From an optimization exercise on the open Yosys and OpenROAD flow, aimed at small area, a short achievable clock period and few clock cycles per item; shortcuts taken in it are not production practice.
Function was checked by simulation only, so behaviour that the tests miss may differ from the original.

==> build 44: inputs <==
==> flow/design.v (excerpt) <==
module fifo_slot_dispatcher (
    input  logic              aclk,
    input  logic              aresetn,
    input  logic              cfg_valid,
    output logic              cfg_ready,
    input  logic              cfg_addr,
    input  logic [15:0]       cfg_data,
    input  logic              s_valid,
    output logic              s_ready,
    input  logic              s_cmd,
    input  logic [JOB_W-1:0]  s_job_id,
    input  logic [DUR_W-1:0]  s_duration,
    output logic              m_valid,
    input  logic              m_ready,
    output logic [1:0]        m_kind,
    output logic [JOB_W-1:0]  m_out_job,
    output logic [2:0]        m_slot,
    output logic [TICK_W-1:0] m_wait_ticks,
    output logic [3:0]        m_busy_slots,
    output logic              m_done_res,
    output logic              m_last
);
clock: 10.0 ns
lec_check: 0
cap_margin: 20
core_margin: 2
core_utilization: 60
cts_buf_list: sky130_fd_sc_hd__clkbuf_16
cts_cluster_diameter: 60
cts_cluster_size: 30
place_density: 0.7
slew_margin: 20
synth_memory_max_bits: 8192
standard.sh (not shown) runs the stock make flow with config.mk's settings and CLKGATE_MAP_FILE= SYNTH_SCRIPT=/design/flow/synth_recipe.tcl, a recipe that flattens the netlist after the stock synthesis.
==> flow/flow/run.sh <==
#!/bin/bash
set -euo pipefail
bash standard.sh SETUP_SLACK_MARGIN=6.3 finish > standard_flow.log 2>&1
==> trial 77 (differences from build 44) <==
==> flow/flow/run.sh (replaced) <==
#!/bin/bash
# The standard layout (standard synthesis, floorplan, placement, CTS, routing), with
# - every input and output port buffered by a buf_4 instead of the default delay buffer
set -euo pipefail
bash standard.sh SETUP_SLACK_MARGIN=6.4 \
    'BUFFER_PORTS_ARGS=-buffer_cell sky130_fd_sc_hd__buf_4' \
    finish > standard_flow.log 2>&1
==> build 63 (differences from build 44) <==
--- a/flow/design.v
+++ b/flow/design.v
@@ -19,13 +19,13 @@
     parameter int DEPTH = 16
 ) (
     input  logic                     aclk,
     input  logic                     wr_en,
     input  logic [$clog2(DEPTH)-1:0] wr_addr,
     input  logic [WIDTH-1:0]         wr_data,
-    input  logic [DEPTH-1:0]         rd_sel,
+    input  logic [$clog2(DEPTH)-1:0] rd_addr,
     output logic [WIDTH-1:0]         rd_data
 );
     logic [WIDTH-1:0] mem_reg [DEPTH];
     always_ff @(posedge aclk) begin
         for (int i = 0; i < DEPTH; i++) begin
             if (wr_en && wr_addr == i) begin
@@ -33,13 +33,13 @@
             end
         end
     end
     always_comb begin
         rd_data = '0;
         for (int i = 0; i < DEPTH; i++) begin
-            rd_data = rd_data | (mem_reg[i] & {WIDTH{rd_sel[i]}});
+            rd_data = rd_data | (mem_reg[i] & {WIDTH{rd_addr == i}});
         end
     end
 endmodule
 module fsd_inbuf #(
     parameter int W = 8
 ) (
@@ -50,39 +50,33 @@
     input  logic [W-1:0] s_data,
     output logic         o_valid,
     output logic [W-1:0] o_data,
     input  logic         o_pop
 );
     logic         v0_reg, v1_reg;
-    logic         rdy_reg;           
     logic [W-1:0] d0_reg, d1_reg;
     logic         push;
-    assign s_ready = rdy_reg;
-    assign push    = s_valid && rdy_reg;
+    assign s_ready = !v1_reg;
+    assign push    = s_valid && !v1_reg;
     assign o_valid = v0_reg;
     assign o_data  = d0_reg;
     always_ff @(posedge aclk) begin
         if (!aresetn) begin
-            v0_reg  <= 1'b0;
-            v1_reg  <= 1'b0;
-            rdy_reg <= 1'b1;
+            v0_reg <= 1'b0;
+            v1_reg <= 1'b0;
         end else if (o_pop) begin
-            rdy_reg <= 1'b1;
             if (v1_reg) begin
                 v1_reg <= 1'b0;
             end else if (!push) begin
                 v0_reg <= 1'b0;
             end
-        end else begin
-            rdy_reg <= !(push && v0_reg) && !v1_reg;
-            if (push) begin
-                if (v0_reg) begin
-                    v1_reg <= 1'b1;
-                end else begin
-                    v0_reg <= 1'b1;
-                end
+        end else if (push) begin
+            if (v0_reg) begin
+                v1_reg <= 1'b1;
+            end else begin
+                v0_reg <= 1'b1;
             end
         end
     end
     always_ff @(posedge aclk) begin
         if ((o_pop && (v1_reg || push)) || (push && !v0_reg)) begin
             d0_reg <= v1_reg ? d1_reg : s_data;
@@ -101,27 +95,35 @@
     output logic         i_ready,
     input  logic [W-1:0] i_data,
     output logic         m_valid,
     input  logic         m_ready,
     output logic [W-1:0] m_data
 );
-    logic         mv_reg;
-    logic [W-1:0] md_reg;
-    assign i_ready = !mv_reg || m_ready;
+    logic         mv_reg, sv_reg;
+    logic [W-1:0] md_reg, sd_reg;
+    logic         take;
+    assign i_ready = !sv_reg;
     assign m_valid = mv_reg;
     assign m_data  = md_reg;
+    assign take    = !mv_reg || m_ready;
     always_ff @(posedge aclk) begin
         if (!aresetn) begin
             mv_reg <= 1'b0;
-        end else if (i_ready) begin
-            mv_reg <= i_valid;
+            sv_reg <= 1'b0;
+        end else if (take) begin
+            mv_reg <= sv_reg || i_valid;
+            sv_reg <= 1'b0;
+        end else if (i_valid) begin
+            sv_reg <= 1'b1;
         end
     end
     always_ff @(posedge aclk) begin
-        if (i_ready) begin
-            md_reg <= i_data;
+        if (take) begin
+            md_reg <= sv_reg ? sd_reg : i_data;
+        end else if (i_valid) begin
+            sd_reg <= i_data;
         end
     end
 endmodule
 import fsd_pkg::*;
 module fsd_datapath (
     input  logic              aclk,
@@ -142,13 +144,13 @@
     logic [15:0]       cnt_reg;
     logic [15:0]       need_reg;
     logic              lim_upd_reg;
     logic              done_reg;
     logic [TICK_W-1:0] tick_reg;
     logic [QPTR_W-1:0] tail_reg;
-    logic [QUEUE_DEPTH-1:0] rsel_reg;    
+    logic [QPTR_W-1:0] rptr_reg;         
     logic [QCNT_W-1:0] qcount_reg;
     logic [QENT_W-1:0] hd_reg;           
     logic [QENT_W-1:0] q_rd;
     logic [NS-1:0]     busy_reg;
     logic [NS-1:0]     c1_reg;           
     logic [JOB_W-1:0]  sid_reg [NS];
@@ -221,27 +223,27 @@
         idle_st   = !disp_reg && !emit_reg;
         tick_go   = disp_reg || (idle_st && iv && i_cmd && !done_reg);
         do_start  = tick_go && ordy && can_disp;
         do_commit = tick_go && ordy && !can_disp;
         do_emit   = emit_reg && ordy;
         arr_drop  = iv && !i_cmd && !disp_reg && done_reg;
-        arr_write = iv && !i_cmd && !done_reg && !qfull;
+        arr_write = iv && !i_cmd && !done_reg && (!qfull || (disp_reg && do_start));
         arr_ovf   = iv && !i_cmd && idle_st && !done_reg && qfull && ordy;
         tick_drop = iv && i_cmd && idle_st && done_reg;
         ipop = arr_drop || arr_write || arr_ovf || tick_drop
             || (idle_st && (do_start || do_commit));
     end
     fsd_ram #(
         .WIDTH (QENT_W),
         .DEPTH (QUEUE_DEPTH)
     ) u_queue (
         .aclk    (aclk),
-        .wr_en   (1'b1),
+        .wr_en   (arr_write),
         .wr_addr (tail_reg),
         .wr_data ({i_job, i_dur, tick_reg}),
-        .rd_sel  (rsel_reg),
+        .rd_addr (rptr_reg),
         .rd_data (q_rd)
     );
     always_comb begin
         ovalid = 1'b0;
         odata  = '0;
         if (arr_ovf) begin
@@ -275,13 +277,13 @@
             need_reg    <= 16'd80;
             lim_upd_reg <= 1'b0;
             cupd_reg    <= 1'b0;
             done_reg    <= 1'b0;
             tick_reg    <= '0;
             tail_reg    <= '0;
-            rsel_reg    <= QUEUE_DEPTH'(2);
+            rptr_reg    <= QPTR_W'(1);
             qcount_reg  <= '0;
             busy_reg    <= '0;
             disp_reg    <= 1'b0;
             emit_reg    <= 1'b0;
         end else begin
             lim_upd_reg <= 1'b0;
@@ -314,13 +316,13 @@
             if (tick_go && ordy && !disp_reg) begin
                 tick_reg <= tick_reg + 1'b1;
             end
             if (do_start) begin
                 disp_reg   <= 1'b1;
                 busy_reg   <= busy_reg | dsel;
-                rsel_reg   <= {rsel_reg[QUEUE_DEPTH-2:0], rsel_reg[QUEUE_DEPTH-1]};
+                rptr_reg   <= rptr_reg + 1'b1;
                 qav_reg    <= (disp_reg ? qav_reg : qcount_reg) - 1'b1;
             end
             if (do_commit) begin
                 disp_reg <= 1'b0;
                 busy_reg <= busy_reg & ~comp;
                 if (run_ends) begin
==> flow/run.sh (new file) <==
#!/bin/bash
# synth_recipe.tcl (not shown) runs the flow's synth.tcl, then flattens the netlist and writes it again
# the make line also repeats each setting of config.mk as NAME=value (left out here)
make -C /OpenROAD-flow-scripts/flow DESIGN_CONFIG=/design/flow/config.mk WORK_HOME=/design/flow/orfs CLKGATE_MAP_FILE= SYNTH_SCRIPT=/design/flow/synth_recipe.tcl finish
==> flow/config.mk (replaced) <==
export PLATFORM = sky130hd
export DESIGN_NAME = fifo_slot_dispatcher
export DESIGN_NICKNAME = fifo_slot_dispatcher
export VERILOG_FILES = /design/flow/design.v
export SDC_FILE = /design/flow/constraint.sdc
export NUM_CORES = 4
export LEC_CHECK = 0
export CAP_MARGIN = 20
export CORE_MARGIN = 2
export CORE_UTILIZATION = 60
export PLACE_DENSITY = 0.7
export SETUP_SLACK_MARGIN = 5
export SLEW_MARGIN = 20
export SYNTH_MEMORY_MAX_BITS = 8192
removed: flow/flow/run.sh
removed: flow/standard.sh
==> out/results.txt <==
outcome: finished clean
metal2 WL: 340700 um
fmax: 0.2020 GHz
Post-DP HPWL: 429000 um
Synth Cell Area: 203200 sq um
final instance area: 230300 sq um
Source of the figures above: build 63

==> out/results.txt <==
outcome: finished clean
Synth Cell Area: 200700 sq um
metal2 WL: 334500 um
final instance area: 223200 sq um
Post-DP HPWL: 425100 um
fmax: 0.2518 GHz
Source of the figures above: build 44

==> out/results.txt <==
outcome: finished clean
Synth Cell Area: 200700 sq um
Max-Cap Viols: 0
Die ar.: 339200 sq um
metal2 WL: 332100 um
final instance area: 223000 sq um
Tmin final: 3.831 ns
Post-DP HPWL: 428300 um
nonclk inv count: 141
Source of the figures above: trial 77

Testbench counts of build 44, summed over its fixed seeds: cycles 17,533, items 12,008.
Testbench counts of trial 77, summed over its fixed seeds: cycles 17,533, items 12,008.
Testbench counts of build 63, summed over its fixed seeds: cycles 17,533, items 12,008.

-- what the ideal ports hide --
No port has a modelled driver above. Below, the same layouts with a new extraction and two added sets of constraints. Step 1: set_driving_cell puts a clkbuf_16 on aclk and a buf_2 on each other input, an assumption about the parent block. Step 2 moves the port delays by t, midway between the first and last clock arrival at a register: inputs arrive t later, outputs are due t later. That takes back most of the time a late clock gives input paths. Slacks: no drivers / after step 1 / after step 2; pairs: no drivers / after step 1.
run | t (ns) | setup slack, ns | hold WS [ns] | worst setup path after step 2 | cell pins on the clock port's net
build 44 | 1.144 | 6.029 / 6.029 / 5.171 | 0.463 / 0.463 / 0.463 | input to register | 1
trial 77 | 1.147 | 6.169 / 6.125 / 5.352 | 0.469 / 0.469 / 0.469 | input to register | 1
build 63 | 1.187 | 5.049 / 5.049 / 5.049 | 0.465 / 0.465 / 0.465 | register to register | 1
After both steps every run listed still meets setup and hold. For build 44, which loses most, drivers alone change the setup slack by 0.000 ns; drivers and shift together by -0.858 ns.
